This is an optimization exercise on Yosys and OpenROAD, whose aim is small area, a short achievable clock period and few clock cycles, not a production implementation. Where RTL was checked, it was by simulation tests only, not by an equivalence proof against the original. Power is estimated from default activity; no workload was simulated.

==> flow/design.v (excerpt) <==
module reindeer_core (
    input  logic        clk,
    input  logic        arst_n_i,
    input  logic        start_i,
    input  logic [11:0] start_address_i,
    input  logic [31:0] mem_read_data_i,
    input  logic        mem_read_ack_i,
    input  logic [42:0] ocd_reg_i,
    output logic [9:0]  mem_addr_o,
    output logic        mem_read_en_o,
    output logic [31:0] ocd_reg_read_data_o,
    output logic        paused_o,
    output logic [11:0] peek_pc_o,
    output logic [31:0] peek_ir_o
);
clock: 6.0 ns
lec_check: 0
cap_margin: 20
cell_pad_in_sites_detail_placement: 1
cell_pad_in_sites_global_placement: 1
core_margin: 2
core_utilization: 45
cts_cluster_diameter: 90
cts_cluster_size: 24
setup_slack_margin: 2.5
slew_margin: 20
standard.sh (not shown) runs the stock make flow with config.mk's settings and CLKGATE_MAP_FILE= SYNTH_SCRIPT=/design/flow/synth_recipe.tcl, a recipe that flattens the netlist after the stock synthesis.
==> flow/flow/run.sh <==
#!/bin/bash
# The standard layout, except that the ports get plain buffers instead of
# the delay cells buffer_ports picks by default. Each port still has its own
# buffer; the resizer may size them later.
set -euo pipefail
export BUFFER_PORTS_ARGS="-buffer_cell sky130_fd_sc_hd__buf_2"
bash standard.sh > standard.log 2>&1
The baseline produced a clean layout.
Testbench counts at the start, summed over its fixed seeds: cycles 23,918.
==> next run, changes <==
--- a/flow/design.v
+++ b/flow/design.v
@@ -137,24 +137,24 @@
     logic [31:0] result;
     logic        ev_q;
     logic [4:0]  rd_q;
     logic [31:0] w_q;
     logic        wv_q;
     logic [4:0]  wrd_q;
     assign we    = paused_q ? ocd_we : wv_q;
     assign waddr = paused_q ? ocd_waddr : wrd_q;
     assign wdata = paused_q ? ocd_wdata : w_q;
     for (genvar i = 1; i < 32; i++) begin : g_rf
+        logic wsel;
+        assign wsel = we && (waddr == 5'(i));
         always_ff @(posedge clk) begin
-            if (we && (waddr == 5'(i))) begin
-                rf[i] <= wdata;
-            end
+            rf[i] <= ({32{wsel}} & wdata) | ({32{!wsel}} & rf[i]);
         end
     end
     logic [31:1] oh_q;        
     logic        fwd_q;       
     logic        fwdw_q;      
     logic [31:0] rdw;         
     logic [4:0]  raddr_d;
     logic [31:0] nxt;         
     logic        is_op, is_lui;
     logic [2:0]  f3;
@@ -190,23 +190,21 @@
         rdw = {32{fwdw_q}} & w_q;
         for (int i = 1; i < 32; i++) begin
             rdw = rdw | ({32{rsel[i]}} & rf[i]);
         end
     end
     logic        alt, sub, bsel;
     assign alt  = (h_q[31:25] == 7'b0100000) && (is_op || (f3 == 3'b101)) && !is_lui;
     assign sub  = !is_lui && (((f3 == 3'b000) && alt) || (f3 == 3'b010) || (f3 == 3'b011));
     assign bsel = is_op || !run_q;
     always_ff @(posedge clk) begin
-        if (!dph_q) begin
-            a_q <= is_lui ? '0 : (fwd_q ? result : rdw);
-        end
+        a_q <= ({32{dph_q}} & a_q) | ({32{!dph_q && !is_lui}} & (fwd_q ? result : rdw));
         b_q      <= (bsel ? rdw : imm) ^ {32{sub && run_q}};
         sub_q    <= sub;
         sel_add_q <= is_lui || (f3 == 3'b000);
         sel_lt_q  <= !is_lui && (f3 == 3'b010);
         sel_ltu_q <= !is_lui && (f3 == 3'b011);
         sel_xor_q <= !is_lui && (f3 == 3'b100);
         sel_or_q  <= !is_lui && (f3 == 3'b110);
         sel_and_q <= !is_lui && (f3 == 3'b111);
         sel_sh_q  <= !is_lui && (f3[1:0] == 2'b01);
         left_q    <= (f3 == 3'b001);
Effect: Non-clock buffer count went down by 61; cell area hardly moves; total power stays flat; worst setup slack got worse by 0.13 ns; global-route usage came out lower by 0.40 points; wire length hardly moves; combinational power is about the same; final cell count stays flat; sequential cell count does not change; via count is about the same; synthesized cell count went up by a few percent; first-iteration DRC count drops by a little under a tenth.
Testbench counts after the change, summed over its fixed seeds: cycles 23,918.

========
The RTL this note starts from:
==> flow/design.v <==
package reindeer_pkg;
    localparam int XLEN          = 32;
    localparam int REG_ADDR_BITS = 5;
    localparam int MEM_ADDR_BITS = 10;
    localparam int PC_BITWIDTH   = MEM_ADDR_BITS + 2;
endpackage
`timescale 1ns/1ps
`default_nettype none
module reindeer_core (
    input  logic        clk,
    input  logic        arst_n_i,
    input  logic        start_i,
    input  logic [11:0] start_address_i,
    input  logic [31:0] mem_read_data_i,
    input  logic        mem_read_ack_i,
    input  logic [42:0] ocd_reg_i,
    output logic [9:0]  mem_addr_o,
    output logic        mem_read_en_o,
    output logic [31:0] ocd_reg_read_data_o,
    output logic        paused_o,
    output logic [11:0] peek_pc_o,
    output logic [31:0] peek_ir_o
);
    localparam logic [6:0] OPCODE_OP_IMM = 7'b0010011;
    localparam logic [6:0] OPCODE_OP     = 7'b0110011;
    localparam logic [6:0] OPCODE_LUI    = 7'b0110111;
    logic [4:0]  ocd_raddr;
    logic        ocd_we;
    logic [4:0]  ocd_waddr;
    logic [31:0] ocd_wdata;
    assign ocd_raddr = ocd_reg_i[42:38];
    assign ocd_we    = ocd_reg_i[37];
    assign ocd_waddr = ocd_reg_i[36:32];
    assign ocd_wdata = ocd_reg_i[31:0];
    logic        paused_q;    
    logic        out_q;       
    logic        live_q;      
    logic [9:0]  faddr_q;     
    logic [31:0] h_q, s_q;    
    logic        hv_q, sv_q;  
    logic        h_legal_q, h_op_q, s_legal_q, s_op_q;
    logic        dph_q;       
    logic        in_legal, in_op;
    logic        halt;        
    logic        issue;       
    logic        keep;        
    logic        req;
    logic        arrive;
    logic        refill;      
    assign in_op    = (mem_read_data_i[6:0] == OPCODE_OP);
    assign in_legal = (mem_read_data_i[6:0] == OPCODE_OP_IMM) || in_op ||
                      (mem_read_data_i[6:0] == OPCODE_LUI);
    assign halt   = hv_q & ~h_legal_q;
    assign issue  = hv_q & h_legal_q & (~h_op_q | dph_q);
    assign keep   = hv_q & h_legal_q & h_op_q & ~dph_q;
    assign refill = ~hv_q | issue;
    assign req    = ~paused_q & ~halt &
                    (~out_q | (mem_read_ack_i & ~(sv_q & issue & s_op_q)));
    assign arrive = mem_read_ack_i & live_q & ~halt;
    always_ff @(posedge clk or negedge arst_n_i) begin
        if (!arst_n_i) begin
            paused_q  <= 1'b1;
            out_q     <= 1'b0;
            live_q    <= 1'b0;
            faddr_q   <= '0;
            h_q       <= '0;
            hv_q      <= 1'b0;
            sv_q      <= 1'b0;
            dph_q     <= 1'b0;
        end else begin
            paused_q <= paused_q ? ~start_i : halt;
            out_q    <= req | (out_q & ~mem_read_ack_i);
            live_q   <= req | (live_q & ~mem_read_ack_i & ~halt);
            if (paused_q && start_i) begin
                faddr_q <= start_address_i[11:2];
            end else if (halt) begin
                faddr_q <= faddr_q - 10'd1 - {9'd0, sv_q} - {9'd0, live_q};
            end else if (req) begin
                faddr_q <= faddr_q + 10'd1;
            end
            dph_q <= keep;
            if (halt) begin
                hv_q <= 1'b0;
                sv_q <= 1'b0;
            end else if (refill) begin
                hv_q <= sv_q | arrive;
                sv_q <= sv_q & arrive;
                if (sv_q) begin
                    h_q <= s_q;
                end else if (arrive) begin
                    h_q <= mem_read_data_i;
                end
            end else if (arrive) begin
                sv_q <= 1'b1;
            end
        end
    end
    always_ff @(posedge clk) begin
        if (refill) begin
            h_legal_q <= sv_q ? s_legal_q : in_legal;
            h_op_q    <= sv_q ? s_op_q : in_op;
        end
        if (arrive && !(refill && !sv_q)) begin
            s_q       <= mem_read_data_i;
            s_legal_q <= in_legal;
            s_op_q    <= in_op;
        end
    end
    assign mem_addr_o    = faddr_q;
    assign mem_read_en_o = req;
    assign paused_o      = paused_q;
    assign peek_pc_o     = {faddr_q, 2'b00};
    assign peek_ir_o     = h_q;
    logic [31:0] rf [1:31];
    logic        we;
    logic [4:0]  waddr;
    logic [31:0] wdata;
    logic [31:0] result;
    logic        ev_q;
    logic [4:0]  rd_q;
    assign we    = paused_q ? ocd_we : ev_q;
    assign waddr = paused_q ? ocd_waddr : rd_q;
    assign wdata = result;
    for (genvar i = 1; i < 32; i++) begin : g_rf
        always_ff @(posedge clk) begin
            if (we && (waddr == 5'(i))) begin
                rf[i] <= wdata;
            end
        end
    end
    logic [4:0]  raddr_q;     
    logic        fwd_q;       
    logic [4:0]  raddr_d;
    logic [31:0] nxt;         
    logic        is_op, is_lui;
    logic [2:0]  f3;
    logic [4:0]  rd;
    logic [31:0] imm;
    logic [4:0]  ra;
    logic [31:0] rdata;
    logic [31:0] a_q, b_q;
    logic        sub_q, left_q, sra_q;
    logic        sel_add_q, sel_lt_q, sel_ltu_q, sel_xor_q, sel_or_q, sel_and_q, sel_sh_q;
    logic        ev_d;
    assign is_op  = h_op_q;
    assign is_lui = (h_q[6:0] == OPCODE_LUI);
    assign f3     = h_q[14:12];
    assign rd     = h_q[11:7];
    assign imm    = is_lui ? {h_q[31:12], 12'b0} : {{20{h_q[31]}}, h_q[31:20]};
    assign ev_d   = issue && (rd != 5'd0);
    assign nxt     = sv_q ? s_q : mem_read_data_i;
    assign raddr_d = keep ? h_q[24:20] : nxt[19:15];
    always_ff @(posedge clk) begin
        raddr_q <= raddr_d;
        fwd_q   <= ev_d && (rd == raddr_d);
    end
    logic [31:0] rf_r [0:31];
    always_comb begin
        rf_r[0] = '0;
        for (int i = 1; i < 32; i++) begin
            rf_r[i] = rf[i];
        end
    end
    assign ra    = paused_q ? ocd_raddr : raddr_q;
    assign rdata = rf_r[ra];
    logic        alt, sub, bsel;
    assign alt  = (h_q[31:25] == 7'b0100000) && (is_op || (f3 == 3'b101)) && !is_lui;
    assign sub  = !is_lui && (((f3 == 3'b000) && alt) || (f3 == 3'b010) || (f3 == 3'b011));
    assign bsel = is_op || paused_q;
    always_ff @(posedge clk) begin
        if (!dph_q) begin
            a_q <= is_lui ? '0 : (fwd_q ? result : rdata);
        end
        b_q      <= (bsel ? rdata : imm) ^ {32{sub && !paused_q}};
        sub_q    <= sub;
        sel_add_q <= issue && (is_lui || (f3 == 3'b000));
        sel_lt_q  <= issue && !is_lui && (f3 == 3'b010);
        sel_ltu_q <= issue && !is_lui && (f3 == 3'b011);
        sel_xor_q <= issue && !is_lui && (f3 == 3'b100);
        sel_or_q  <= issue && !is_lui && (f3 == 3'b110);
        sel_and_q <= issue && !is_lui && (f3 == 3'b111);
        sel_sh_q  <= issue && !is_lui && (f3[1:0] == 2'b01);
        left_q    <= (f3 == 3'b001);
        sra_q     <= alt && (f3 == 3'b101);
        rd_q     <= rd;
    end
    always_ff @(posedge clk or negedge arst_n_i) begin
        if (!arst_n_i) begin
            ev_q <= 1'b0;
        end else begin
            ev_q <= ev_d;
        end
    end
    logic [33:0] sum;
    logic        lt, ltu;
    logic [31:0] sh_in, sh_out, sh_res;
    assign sum = {1'b0, a_q, 1'b1} + {1'b0, b_q, sub_q};
    assign ltu = ~sum[33];
    assign lt  = (a_q[31] ^ ~b_q[31]) ? a_q[31] : sum[32];
    always_comb begin
        for (int i = 0; i < 32; i++) begin
            sh_in[i] = left_q ? a_q[31-i] : a_q[i];
        end
    end
    assign sh_out = 32'($signed({sra_q & a_q[31], sh_in}) >>> b_q[4:0]);
    always_comb begin
        for (int i = 0; i < 32; i++) begin
            sh_res[i] = left_q ? sh_out[31-i] : sh_out[i];
        end
    end
    assign result = ({32{sel_add_q}} & sum[32:1]) |
                    ({32{sel_xor_q}} & (a_q ^ b_q)) |
                    ({32{sel_or_q}}  & (a_q | b_q)) |
                    ({32{sel_and_q}} & (a_q & b_q)) |
                    ({32{sel_sh_q}}  & sh_res) |
                    {31'd0, (sel_lt_q & lt) | (sel_ltu_q & ltu)} |
                    ({32{paused_q}} & ocd_wdata);
    assign ocd_reg_read_data_o = b_q;
endmodule
`default_nettype wire
clock: 6.0 ns
lec_check: 0
cap_margin: 20
cell_pad_in_sites_detail_placement: 2
cell_pad_in_sites_global_placement: 2
core_margin: 2
core_utilization: 30
setup_slack_margin: 2.5
slew_margin: 20
run.sh (not shown) runs the stock make flow with config.mk's settings and CLKGATE_MAP_FILE= SYNTH_SCRIPT=/design/flow/synth_recipe.tcl, a recipe that flattens the netlist after the stock synthesis.
Stock flow here: none of the scripts above is used.
Rerun with:
--- a/flow/design.v
+++ b/flow/design.v
@@ -41,8 +41,9 @@
     logic        h_legal_q, h_op_q, s_legal_q, s_op_q;
     logic        dph_q;       
     logic        in_legal, in_op;
     logic        halt;        
+    logic        halt_q;      
     logic        issue;       
     logic        keep;        
     logic        req;
     logic        arrive;
@@ -59,29 +60,31 @@
     assign arrive = mem_read_ack_i & live_q & ~halt;
     always_ff @(posedge clk or negedge arst_n_i) begin
         if (!arst_n_i) begin
             paused_q  <= 1'b1;
+            halt_q    <= 1'b0;
             out_q     <= 1'b0;
             live_q    <= 1'b0;
             faddr_q   <= '0;
             h_q       <= '0;
             hv_q      <= 1'b0;
             sv_q      <= 1'b0;
             dph_q     <= 1'b0;
         end else begin
-            paused_q <= paused_q ? ~start_i : halt;
+            paused_q <= paused_q ? ~start_i : halt_q;
+            halt_q   <= halt & ~halt_q;
             out_q    <= req | (out_q & ~mem_read_ack_i);
             live_q   <= req | (live_q & ~mem_read_ack_i & ~halt);
             if (paused_q && start_i) begin
                 faddr_q <= start_address_i[11:2];
-            end else if (halt) begin
+            end else if (halt && !halt_q) begin
                 faddr_q <= faddr_q - 10'd1 - {9'd0, sv_q} - {9'd0, live_q};
             end else if (req) begin
                 faddr_q <= faddr_q + 10'd1;
             end
             dph_q <= keep;
             if (halt) begin
-                hv_q <= 1'b0;
+                hv_q <= ~halt_q;
                 sv_q <= 1'b0;
             end else if (refill) begin
                 hv_q <= sv_q | arrive;
                 sv_q <= sv_q & arrive;
@@ -117,11 +120,14 @@
     logic [31:0] wdata;
     logic [31:0] result;
     logic        ev_q;
     logic [4:0]  rd_q;
-    assign we    = paused_q ? ocd_we : ev_q;
-    assign waddr = paused_q ? ocd_waddr : rd_q;
-    assign wdata = result;
+    logic [31:0] w_q;
+    logic        wv_q;
+    logic [4:0]  wrd_q;
+    assign we    = paused_q ? ocd_we : wv_q;
+    assign waddr = paused_q ? ocd_waddr : wrd_q;
+    assign wdata = paused_q ? ocd_wdata : w_q;
     for (genvar i = 1; i < 32; i++) begin : g_rf
         always_ff @(posedge clk) begin
             if (we && (waddr == 5'(i))) begin
                 rf[i] <= wdata;
@@ -129,8 +135,10 @@
         end
     end
     logic [4:0]  raddr_q;     
     logic        fwd_q;       
+    logic        fwdw_q;      
+    logic [31:0] rdw;         
     logic [4:0]  raddr_d;
     logic [31:0] nxt;         
     logic        is_op, is_lui;
     logic [2:0]  f3;
@@ -152,8 +160,9 @@
     assign raddr_d = keep ? h_q[24:20] : nxt[19:15];
     always_ff @(posedge clk) begin
         raddr_q <= raddr_d;
         fwd_q   <= ev_d && (rd == raddr_d);
+        fwdw_q  <= ev_q && (rd_q == raddr_d);
     end
     logic [31:0] rf_r [0:31];
     always_comb begin
         rf_r[0] = '0;
@@ -162,35 +171,42 @@
         end
     end
     assign ra    = paused_q ? ocd_raddr : raddr_q;
     assign rdata = rf_r[ra];
+    assign rdw   = fwdw_q ? w_q : rdata;
     logic        alt, sub, bsel;
     assign alt  = (h_q[31:25] == 7'b0100000) && (is_op || (f3 == 3'b101)) && !is_lui;
     assign sub  = !is_lui && (((f3 == 3'b000) && alt) || (f3 == 3'b010) || (f3 == 3'b011));
     assign bsel = is_op || paused_q;
     always_ff @(posedge clk) begin
         if (!dph_q) begin
-            a_q <= is_lui ? '0 : (fwd_q ? result : rdata);
-        end
-        b_q      <= (bsel ? rdata : imm) ^ {32{sub && !paused_q}};
+            a_q <= is_lui ? '0 : (fwd_q ? result : rdw);
+        end
+        b_q      <= (bsel ? rdw : imm) ^ {32{sub && !paused_q}};
         sub_q    <= sub;
-        sel_add_q <= issue && (is_lui || (f3 == 3'b000));
-        sel_lt_q  <= issue && !is_lui && (f3 == 3'b010);
-        sel_ltu_q <= issue && !is_lui && (f3 == 3'b011);
-        sel_xor_q <= issue && !is_lui && (f3 == 3'b100);
-        sel_or_q  <= issue && !is_lui && (f3 == 3'b110);
-        sel_and_q <= issue && !is_lui && (f3 == 3'b111);
-        sel_sh_q  <= issue && !is_lui && (f3[1:0] == 2'b01);
+        sel_add_q <= is_lui || (f3 == 3'b000);
+        sel_lt_q  <= !is_lui && (f3 == 3'b010);
+        sel_ltu_q <= !is_lui && (f3 == 3'b011);
+        sel_xor_q <= !is_lui && (f3 == 3'b100);
+        sel_or_q  <= !is_lui && (f3 == 3'b110);
+        sel_and_q <= !is_lui && (f3 == 3'b111);
+        sel_sh_q  <= !is_lui && (f3[1:0] == 2'b01);
         left_q    <= (f3 == 3'b001);
         sra_q     <= alt && (f3 == 3'b101);
         rd_q     <= rd;
     end
     always_ff @(posedge clk or negedge arst_n_i) begin
         if (!arst_n_i) begin
             ev_q <= 1'b0;
+            wv_q <= 1'b0;
         end else begin
             ev_q <= ev_d;
-        end
+            wv_q <= ev_q;
+        end
+    end
+    always_ff @(posedge clk) begin
+        w_q   <= result;
+        wrd_q <= rd_q;
     end
     logic [33:0] sum;
     logic        lt, ltu;
     logic [31:0] sh_in, sh_out, sh_res;
@@ -212,9 +228,8 @@
                     ({32{sel_xor_q}} & (a_q ^ b_q)) |
                     ({32{sel_or_q}}  & (a_q | b_q)) |
                     ({32{sel_and_q}} & (a_q & b_q)) |
                     ({32{sel_sh_q}}  & sh_res) |
-                    {31'd0, (sel_lt_q & lt) | (sel_ltu_q & ltu)} |
-                    ({32{paused_q}} & ocd_wdata);
+                    {31'd0, (sel_lt_q & lt) | (sel_ltu_q & ltu)};
     assign ocd_reg_read_data_o = b_q;
 endmodule
 `default_nettype wire
What happened:
- The changed run completed with no timing, DRC or antenna violations
- critical path depth does not change
- clock skew drops by 11 ps
- via count came out higher by roughly a tenth
- total power rises by roughly a tenth
- synthesized cell count goes up by roughly a tenth
Function was not checked in any run of this note: the RTL went through the layout flow alone.

[re-timing with driven ports]
How much do the figures lean on ideal ports? The routed layouts below were timed once more, with nothing changed but the port constraints. Step 1 sets driving cells, clkbuf_16 on the clock port and buf_2 on the other inputs (assumed; they add their load-dependent delay and slew). Step 2, shift: input delay + t, output delay - t, t = (earliest + latest rising clock arrival at the registers) / 2. This alone moves slack from input paths to output paths. Three values: ideal ports, drivers, drivers and shift; two values: the first two.
| run | t, ns | slack for setup (ns) | worst setup path after step 2 | slew at the worst register clock pin (ns) | cell pins on the clock port's net |
|---|---|---|---|---|---|
| the first run of note 1 | 0.782 | 2.496 / 2.496 / 1.746 | input to register | 0.11 / 0.11 | 1 |
| the second run of note 1 | 0.796 | 2.369 / 2.419 / 1.629 | input to register | 0.11 / 0.11 | 1 |
| the first run of note 2 | 0.876 | 1.830 / 1.830 / 1.411 | input to register | 0.08 / 0.08 | 1 |
| the second run of note 2 | 0.876 | 1.686 / 1.686 / 1.430 | input to register | 0.08 / 0.08 | 1 |
After both steps setup and hold are still met in every run listed. For the first run of note 1, which loses most, drivers alone change the setup slack by 0.000 ns; drivers and shift together by -0.750 ns.
